This design comes from an exercise in tuning for small area and a short achievable clock period on the open sky130 flow, not from production work. In this exercise RTL edits were held to simulation tests only and were not proved equivalent to the original.

the reference run:
==> flow/design.v (excerpt) <==
module mecanum_wheel_mixer_top (
  input  logic                    clk_i,
  input  logic                    rst_ni,
  input  logic                    start,
  output logic                    busy,
  input  logic signed [CMD_W-1:0] strafe_cmd_i,
  input  logic signed [CMD_W-1:0] forward_cmd_i,
  input  logic signed [CMD_W-1:0] rotate_cmd_i,
  output logic                    done_o,
  output logic signed [OUT_W-1:0] front_left_power_o,
  output logic signed [OUT_W-1:0] front_right_power_o,
  output logic signed [OUT_W-1:0] back_left_power_o,
  output logic signed [OUT_W-1:0] back_right_power_o,
  input  logic                    psel,
  input  logic                    penable,
  input  logic                    pwrite,
  input  logic [APB_AW-1:0]       paddr,
  input  logic [APB_DW-1:0]       pwdata,
  output logic [APB_DW-1:0]       prdata,
  output logic                    pready
);
Settings: LEC_CHECK=0, CAP_MARGIN=20, CORE_MARGIN=2, CORE_UTILIZATION=60, CTS_CLUSTER_DIAMETER=70, CTS_CLUSTER_SIZE=30, PLACE_DENSITY=0.75, SETUP_SLACK_MARGIN=4.75, SLEW_MARGIN=20; clock period 8.5 ns.
run.sh (not shown) runs the stock make flow with config.mk's settings and CLKGATE_MAP_FILE= SYNTH_SCRIPT=/design/flow/synth_recipe.tcl, a recipe that flattens the netlist after the stock synthesis.
The reference run ended with every stage complete and zero timing, DRC or antenna violations.
Setup changes, the reference run to the trial run
-- flow/config.mk --
<<< the reference run, line 9
export CORE_MARGIN = 2
export CORE_UTILIZATION = 60
export CTS_CLUSTER_DIAMETER = 70
export CTS_CLUSTER_SIZE = 30
export PLACE_DENSITY = 0.75
export SETUP_SLACK_MARGIN = 4.75
>>> the trial run, line 9
export CORE_MARGIN = 2
export CORE_UTILIZATION = 60
export CTS_CLUSTER_DIAMETER = 60
export CTS_CLUSTER_SIZE = 25
export PLACE_DENSITY = 0.75
export SETUP_SLACK_MARGIN = 4.75
[summary]
Compared with the reference run, the trial run shows critical path depth higher by 13.
A timing endpoint of the critical path of n_q[14] is what the trial run shows, while prdata[0] belongs to the reference run.
Relative to the reference run, the trial run degrades count of vias placed by the detailed router.
Between the reference run and the trial run, the post-layout instance count excluding filler cells does not differ in any meaningful way.
Summary — area overhead of the layout relative to synthesis, the trial run relative to the reference run: higher, by 0.39 points.
The trial run ended with every stage complete and zero timing, DRC or antenna violations.
The trial run against the reference run; non-clock buffer count is down slightly.
Hold slack: the trial run lower than the reference run

---

## v40
Another version of the RTL of mecanum_wheel_mixer_top (not shown whole).
Size: roughly 4300 cells after synthesis, about 530 flip-flops, roughly 140 I/O pins, roughly 39000 um2 of cells after synthesis.
clock: 8.5 ns
lec_check: 0
cap_margin: 20
core_margin: 2
core_utilization: 60
cts_cluster_diameter: 80
cts_cluster_size: 35
place_density: 0.75
setup_slack_margin: 4.9
slew_margin: 20
### v40 -> v20
diff --git a/flow/config.mk b/flow/config.mk
--- a/flow/config.mk
+++ b/flow/config.mk
@@ -9,7 +9,7 @@
 export CORE_MARGIN = 2
-export CORE_UTILIZATION = 60
+export CORE_UTILIZATION = 50
 export CTS_CLUSTER_DIAMETER = 80
 export CTS_CLUSTER_SIZE = 35
-export PLACE_DENSITY = 0.75
-export SETUP_SLACK_MARGIN = 4.9
+export PLACE_DENSITY = 0.65
+export SETUP_SLACK_MARGIN = 4.6
 export SLEW_MARGIN = 20
## What came out
- Delta (v20 minus v40): final net count decreased 1.9%, xor and xnor fraction of the mapped netlist area closely matched the old numbers, die footprint saw an increase.
- Delta (v20 minus v40): initial antenna violation count flat; mean number of vias per cell decreased by about 6.6% relative to the old numbers; global-route wire length before repair now sits lower.
- First-iteration DRC count, v40 and v20: smaller value in v20
- v40 and v20 all finish clean.
> inputs changed (v20 -> v15)
diff --git a/flow/config.mk b/flow/config.mk
--- a/flow/config.mk
+++ b/flow/config.mk
@@ -9,7 +9,7 @@
 export CORE_MARGIN = 2
-export CORE_UTILIZATION = 50
+export CORE_UTILIZATION = 60
 export CTS_CLUSTER_DIAMETER = 80
 export CTS_CLUSTER_SIZE = 35
-export PLACE_DENSITY = 0.65
-export SETUP_SLACK_MARGIN = 4.6
+export PLACE_DENSITY = 0.75
+export SETUP_SLACK_MARGIN = 4.75
 export SLEW_MARGIN = 20
### Flow results
- Final cell count shrinks by a few percent when moving from v20 to v15.
- Higher setup slack among v20 and v15: v15
- From v20 to v15 the numbers moved as follows: met2 capacity usage during global routing climbed 5.1 points.

---

job 4345:
mecanum_wheel_mixer_top again, from the RTL that the note above started with.
Settings: LEC_CHECK=0, CAP_MARGIN=20, CORE_MARGIN=2, CORE_UTILIZATION=60, CTS_CLUSTER_DIAMETER=100, CTS_CLUSTER_SIZE=30, PLACE_DENSITY=0.75, SETUP_SLACK_MARGIN=4.6, SLEW_MARGIN=20; clock period 8.5 ns.
The flow did not stop early for job 4345: all stages ran, and the layout cleared the timing, design-rule and antenna checks.
Input-level comparison between job 7329 and job 4345:
# job 4345
export LEC_CHECK = 0
export CAP_MARGIN = 20
export CORE_MARGIN = 2
export CORE_UTILIZATION = 60
export CTS_CLUSTER_DIAMETER = 100
export CTS_CLUSTER_SIZE = 30
export PLACE_DENSITY = 0.75
export SETUP_SLACK_MARGIN = 4.6
export SLEW_MARGIN = 20
create_clock -name core_clock -period 8.5 [get_ports {clk_i}]
# job 7329
export LEC_CHECK = 0
export CAP_MARGIN = 20
export CORE_MARGIN = 2
export CORE_UTILIZATION = 60
export CTS_CLUSTER_DIAMETER = 80
export CTS_CLUSTER_SIZE = 35
export PLACE_DENSITY = 0.85
export SETUP_SLACK_MARGIN = 4.6
export SLEW_MARGIN = 20
create_clock -name core_clock -period 8.5 [get_ports {clk_i}]
--- outcome ---
Relative to job 4345, worst hold slack has increased by 0.015 ns in job 7329. Relative to job 4345, number of cell instances on the worst register-to-register path has increased by 1 in job 7329. ~same cell area reported after detailed placement in job 4345 and job 7329. NOTE: wire length after detailed routing in job 7329 exceeds that of job 4345. The setup slack on the worst flop-to-flop path of job 7329 is lower than that of job 4345. Between job 7329 and job 4345, the non-filler instance count after layout figures differ only marginally. Job 7329 vs job 4345 — total routed wire length on the met1 layer dropped by a few percent. In the flow results for job 4345 and job 7329, the fraction of met1 tracks used by global routing is larger on job 4345.
Input-level comparison between job 5666 and job 7329:
# job 7329
export LEC_CHECK = 0
export CAP_MARGIN = 20
export CORE_MARGIN = 2
export CORE_UTILIZATION = 60
export CTS_CLUSTER_DIAMETER = 80
export CTS_CLUSTER_SIZE = 35
export PLACE_DENSITY = 0.85
export SETUP_SLACK_MARGIN = 4.6
export SLEW_MARGIN = 20
create_clock -name core_clock -period 8.5 [get_ports {clk_i}]
# job 5666
export LEC_CHECK = 0
export CAP_MARGIN = 20
export CORE_MARGIN = 2
export CORE_UTILIZATION = 60
export CTS_CLUSTER_DIAMETER = 80
export CTS_CLUSTER_SIZE = 35
export PLACE_DENSITY = 0.75
export SETUP_SLACK_MARGIN = 4.6
export SLEW_MARGIN = 20
create_clock -name core_clock -period 8.5 [get_ports {clk_i}]
Side by side, register-to-register slack turned out higher in job 5666 than in job 7329.
Relative to job 7329, arrival time at the worst endpoint decreased by 0.11 ns in job 5666.
The count of buffers added by post-CTS timing repair for setup in job 5666 sits 8 above the value recorded for job 7329.
Between job 7329 and job 5666, the non-clock buffer contribution to total cell area does not differ in any meaningful way.
[compare] base=job 7329 new=job 5666: design area rose by 0.55%, number of gates resized after CTS rose by about 8%, setup slack rose by 0.16 ns.

==> what the ideal ports hide <==
No port has a modelled driver above. Below, the same layouts with a new extraction and two added sets of constraints.
Step 1: set_driving_cell puts a clkbuf_16 on clk_i and a buf_2 on each other input, an assumption about the parent block.
Step 2 times the ports against the registers' clock, not the clock port: input delays grow and output delays shrink by t, the midpoint of the rising clock arrivals with the driver on.
Slacks: ideal ports / drivers / drivers and shift; pairs: ideal ports / drivers.
run | t, ns | setup slack, ns | hold WS [ns] | clock arrival spread, ns
the reference run | 0.663 | 4.689 / 4.624 / 4.273 | 0.325 / 0.325 / 0.325 | 0.034 / 0.035
the trial run | 0.670 | 4.674 / 4.674 / 4.267 | 0.321 / 0.321 / 0.321 | 0.031 / 0.030
v40 | 0.714 | 4.688 / 4.688 / 4.391 | 0.333 / 0.333 / 0.333 | 0.044 / 0.044
v20 | 0.680 | 4.580 / 4.580 / 4.189 | 0.314 / 0.314 / 0.314 | 0.042 / 0.043
v15 | 0.704 | 4.699 / 4.693 / 4.304 | 0.331 / 0.331 / 0.331 | 0.047 / 0.047
job 4345 | 0.671 | 4.646 / 4.646 / 4.113 | 0.321 / 0.321 / 0.321 | 0.032 / 0.031
job 7329 | 0.684 | 4.507 / 4.507 / 4.102 | 0.336 / 0.336 / 0.336 | 0.031 / 0.030
job 5666 | 0.685 | 4.668 / 4.668 / 4.127 | 0.332 / 0.332 / 0.332 | 0.041 / 0.041
After both steps setup and hold are still met in every run listed. For job 5666, which loses most, drivers alone change the setup slack by 0.000 ns; drivers and shift together by -0.541 ns.
